This design comes from an exercise in tuning for small area, a short achievable clock period and few clock cycles per item on the open sky130 flow, not from production work. In this exercise RTL edits were held to simulation tests only and were not proved equivalent to the original. Power figures rest on the tool's default switching activity, not on a simulated workload.

## cosine_similarity_threshold
module cosine_similarity_threshold (
  input  logic                      clk,
  input  logic                      rst,
  input  logic                      in_valid,
  output logic                      in_ready,
  input  logic signed [ELEM_W-1:0]  in_a,
  input  logic signed [ELEM_W-1:0]  in_b,
  input  logic                      in_last,
  output logic                      out_valid,
  input  logic                      out_ready,
  output logic signed [SCORE_W-1:0] out_score,
  output logic                      out_is_match,
  output logic                      out_zero_norm,
  input  logic                      cfg_wr_en,
  input  logic signed [SCORE_W-1:0] cfg_wr_data
);
==> module cosim_queue, before the edit <==
module cosim_queue (
  input  logic               clk,
  input  logic               rst,
  input  logic               acc_full,
  output logic               acc_take,
  input  logic signed [41:0] acc_dot,
  input  logic        [40:0] acc_na,
  input  logic        [40:0] acc_nb,
  output logic               full,
  input  logic               take,
  output logic        [41:0] q_d,
  output logic        [40:0] q_na,
  output logic        [40:0] q_nb,
  output logic               q_neg,
  output logic               q_zero
);
  assign acc_take = acc_full && (!full || take);
  always_ff @(posedge clk) begin
    if (rst) begin
      full <= 1'b0;
    end else if (acc_take) begin
      full <= 1'b1;
    end else if (take) begin
      full <= 1'b0;
    end
  end
  always_ff @(posedge clk) begin
    if (acc_take) begin
      q_d    <= acc_dot ^ {42{acc_dot[41]}};
      q_neg  <= acc_dot[41];
      q_zero <= (acc_na == '0) || (acc_nb == '0);
      q_na   <= acc_na;
      q_nb   <= acc_nb;
    end
  end
endmodule
==> module cosim_back, before the edit <==
module cosim_back (
  input  logic               clk,
  input  logic               rst,
  input  logic signed [15:0] thr,
  input  logic               q_full,
  output logic               q_take,
  input  logic        [41:0] q_d,
  input  logic        [40:0] q_na,
  input  logic        [40:0] q_nb,
  input  logic               q_neg,
  input  logic               q_zero,
  output logic               res_valid,
  input  logic               res_ready,
  output logic signed [15:0] res_score,
  output logic               res_is_match,
  output logic               res_zero_norm
);
  logic        mbusy, mdone, mneg, mzero;
  logic [3:0]  mk;
  logic [83:0] DA;
  logic [82:0] PA;
  logic [41:0] MD;
  logic [40:0] MP;
  logic        sbusy, sdone, sneg, szero;
  logic [3:0]  k;
  logic [99:0] R;
  logic [96:0] W;
  logic [81:0] P;
  logic [15:0] m;
  logic        out_load, s_free, m_xfer, m_free;
  assign out_load = sbusy && sdone && !res_valid;
  assign s_free   = !sbusy || out_load;
  assign m_xfer   = mbusy && mdone && s_free;
  assign m_free   = !mbusy || m_xfer;
  assign q_take   = q_full && m_free;
  logic [44:0] sum_d, d_t0, d_t1, d_t2, d_x1, d_y1, d_x2, d_y2;
  logic [43:0] sum_p, p_t0, p_t1, p_t2, p_x1, p_y1, p_x2, p_y2;
  assign d_t0 = {3'b0, MD}       & {45{DA[0]}};
  assign d_t1 = {2'b0, MD, 1'b0} & {45{DA[1]}};
  assign d_t2 = {1'b0, MD, 2'b0} & {45{DA[2]}};
  assign d_x1 = {3'b0, DA[83:42]} ^ d_t0 ^ d_t1;
  assign d_y1 = ({3'b0, DA[83:42]} & d_t0) | ({3'b0, DA[83:42]} & d_t1) | (d_t0 & d_t1);
  assign d_x2 = d_x1 ^ {d_y1[43:0], 1'b0} ^ d_t2;
  assign d_y2 = (d_x1 & {d_y1[43:0], 1'b0}) | (d_x1 & d_t2) | ({d_y1[43:0], 1'b0} & d_t2);
  cosim_add #(45) u_dadd (.a(d_x2), .b({d_y2[43:0], 1'b0}), .ci(1'b0), .s(sum_d), .co());
  assign p_t0 = {3'b0, MP}       & {44{PA[0]}};
  assign p_t1 = {2'b0, MP, 1'b0} & {44{PA[1]}};
  assign p_t2 = {1'b0, MP, 2'b0} & {44{PA[2]}};
  assign p_x1 = {3'b0, PA[82:42]} ^ p_t0 ^ p_t1;
  assign p_y1 = ({3'b0, PA[82:42]} & p_t0) | ({3'b0, PA[82:42]} & p_t1) | (p_t0 & p_t1);
  assign p_x2 = p_x1 ^ {p_y1[42:0], 1'b0} ^ p_t2;
  assign p_y2 = (p_x1 & {p_y1[42:0], 1'b0}) | (p_x1 & p_t2) | ({p_y1[42:0], 1'b0} & p_t2);
  cosim_add #(44) u_padd (.a(p_x2), .b({p_y2[42:0], 1'b0}), .ci(1'b0), .s(sum_p), .co());
  always_ff @(posedge clk) begin
    if (rst) begin
      mbusy <= 1'b0;
      mdone <= 1'b0;
    end else if (q_take) begin
      mbusy <= 1'b1;
      mdone <= q_zero;
    end else begin
      if (m_xfer) mbusy <= 1'b0;
      if (mbusy && !mdone && mk == 4'd0) mdone <= 1'b1;
    end
  end
  always_ff @(posedge clk) begin
    if (q_take) begin
      DA    <= {{q_d[40:0], 1'b1} & {42{q_neg}}, q_d};
      PA    <= {42'b0, q_nb};
      MD    <= q_d;
      MP    <= q_na;
      mneg  <= q_neg;
      mzero <= q_zero;
      mk    <= 4'd13;
    end else if (mbusy && !mdone) begin
      DA <= {sum_d, DA[41:3]};
      PA <= {sum_p, PA[41:3]};
      mk <= mk - 4'd1;
    end
  end
  logic [100:0] diff, s_r, s_w, s_p, s_x, s_y;
  logic         fit;
  logic [96:0]  w_add;
  assign s_r  = {1'b0, R};
  assign s_w  = ~{2'b0, W, 2'b0};
  assign s_p  = ~{19'b0, P};
  assign s_x  = s_r ^ s_w ^ s_p;
  assign s_y  = (s_r & s_w) | (s_r & s_p) | (s_w & s_p);
  cosim_add #(101) u_sadd (.a(s_x), .b({s_y[99:0], 1'b1}), .ci(1'b1), .s(diff), .co());
  assign fit  = !diff[100];
  cosim_add #(97) u_wadd (.a({W[95:0], 1'b0}), .b({15'b0, P}), .ci(1'b0), .s(w_add), .co());
  always_ff @(posedge clk) begin
    if (rst) begin
      sbusy <= 1'b0;
      sdone <= 1'b0;
    end else if (m_xfer) begin
      sbusy <= 1'b1;
      sdone <= mzero;
    end else begin
      if (out_load) sbusy <= 1'b0;
      if (sbusy && !sdone && (k == 4'd0 || (k == 4'd15 && fit))) sdone <= 1'b1;
    end
  end
  logic        take_diff;
  logic [99:0] r_keep;
  logic [96:0] w_keep;
  assign take_diff = fit && !m_xfer;
  assign r_keep    = m_xfer ? {16'b0, DA} : {R[97:0], 2'b0};
  assign w_keep    = m_xfer ? '0 : {W[95:0], 1'b0};
  always_ff @(posedge clk) begin
    R <= take_diff ? {diff[97:0], 2'b0} : r_keep;
    W <= take_diff ? w_add : w_keep;
  end
  always_ff @(posedge clk) begin
    if (m_xfer) begin
      P     <= PA[81:0];
      sneg  <= mneg;
      szero <= mzero;
      m     <= '0;
      k     <= 4'd15;
    end else if (sbusy && !sdone) begin
      m <= (k == 4'd15 && fit) ? 16'h8000 : {m[14:0], fit};
      k <= k - 4'd1;
    end
  end
  logic signed [15:0] score;
  always_comb begin
    if (szero)      score = '0;
    else if (sneg)  score = -$signed(m);
    else if (m[15]) score = 16'sh7fff;
    else            score = $signed(m);
  end
  always_ff @(posedge clk) begin
    if (rst) begin
      res_valid <= 1'b0;
    end else if (res_valid) begin
      res_valid <= !res_ready;
    end else begin
      res_valid <= out_load;
    end
  end
  always_ff @(posedge clk) begin
    if (out_load) begin
      res_score     <= score;
      res_is_match  <= score >= thr;
      res_zero_norm <= szero;
    end
  end
endmodule
clock: 10.0 ns
lec_check: 0
cap_margin: 35
core_margin: 2
core_utilization: 40
setup_slack_margin: 5
slew_margin: 35
run.sh (not shown) runs the stock make flow with config.mk's settings and CLKGATE_MAP_FILE= SYNTH_SCRIPT=/design/flow/synth_recipe.tcl, a recipe that flattens the netlist after the stock synthesis.
The starting point finished but failed the layout checks on antenna violations.
Testbench counts at the start, summed over its fixed seeds: cycles 35,645, vectors 1,200.
Edit:
--- a/flow/design.v
+++ b/flow/design.v
@@ -982,8 +982,10 @@
   output logic               q_neg,
   output logic               q_zero
 );
   assign acc_take = acc_full && (!full || take);
+  logic [41:0] dot_neg;
+  cosim_add #(42) u_neg (.a(~acc_dot), .b('0), .ci(1'b1), .s(dot_neg), .co());
   always_ff @(posedge clk) begin
     if (rst) begin
       full <= 1'b0;
     end else if (acc_take) begin
@@ -993,9 +995,9 @@
     end
   end
   always_ff @(posedge clk) begin
     if (acc_take) begin
-      q_d    <= acc_dot ^ {42{acc_dot[41]}};
+      q_d    <= acc_dot[41] ? dot_neg : acc_dot;
       q_neg  <= acc_dot[41];
       q_zero <= (acc_na == '0) || (acc_nb == '0);
       q_na   <= acc_na;
       q_nb   <= acc_nb;
@@ -1069,9 +1071,9 @@
     end
   end
   always_ff @(posedge clk) begin
     if (q_take) begin
-      DA    <= {{q_d[40:0], 1'b1} & {42{q_neg}}, q_d};
+      DA    <= {42'b0, q_d};
       PA    <= {42'b0, q_nb};
       MD    <= q_d;
       MP    <= q_na;
       mneg  <= q_neg;
@@ -1105,17 +1107,16 @@
       if (out_load) sbusy <= 1'b0;
       if (sbusy && !sdone && (k == 4'd0 || (k == 4'd15 && fit))) sdone <= 1'b1;
     end
   end
-  logic        take_diff;
-  logic [99:0] r_keep;
-  logic [96:0] w_keep;
-  assign take_diff = fit && !m_xfer;
-  assign r_keep    = m_xfer ? {16'b0, DA} : {R[97:0], 2'b0};
-  assign w_keep    = m_xfer ? '0 : {W[95:0], 1'b0};
   always_ff @(posedge clk) begin
-    R <= take_diff ? {diff[97:0], 2'b0} : r_keep;
-    W <= take_diff ? w_add : w_keep;
+    if (m_xfer) begin
+      R <= {16'b0, DA};
+      W <= '0;
+    end else begin
+      R <= fit ? {diff[97:0], 2'b0} : {R[97:0], 2'b0};
+      W <= fit ? w_add : {W[95:0], 1'b0};
+    end
   end
   always_ff @(posedge clk) begin
     if (m_xfer) begin
       P     <= PA[81:0];
- The changed run finished clean
- count of clock-buffer cells in the layout went down by 27
- routed wire length goes up by 0.83%
- utilization climbs by 0.42 points
- power came out higher by 3.8%
- design area climbs by 1.3%
- global-route usage came out higher by 0.18 points
- sequential share of layout area went down by 0.84 points
Testbench counts after the change, summed over its fixed seeds: cycles 35,645, vectors 1,200.

[afterwards: timing with drivers on the ports]
The results above use ideal ports. As a check the final layouts listed here were re-extracted and re-timed, cells and wires unchanged. Step 1 sets driving cells, clkbuf_16 on the clock port and buf_2 on the other inputs (assumed; they add their load-dependent delay and slew). Step 2, shift: input delay + t, output delay - t, t = (earliest + latest rising clock arrival at the registers) / 2. This alone moves slack from input paths to output paths. a / b / c = ideal ports / drivers / drivers and shift; a / b = the first two.
run | t, ns | setup WS [ns] | clock arrival spread, ns | slew at the worst register clock pin (ns) | worst slew at a driven data input, ns
the first run | 0.828 | 5.154 / 5.116 / 5.154 | 0.075 / 0.075 | 0.07 / 0.07 | 0.04
the second run | 0.829 | 4.985 / 4.985 / 4.985 | 0.044 / 0.044 | 0.07 / 0.07 | 0.07
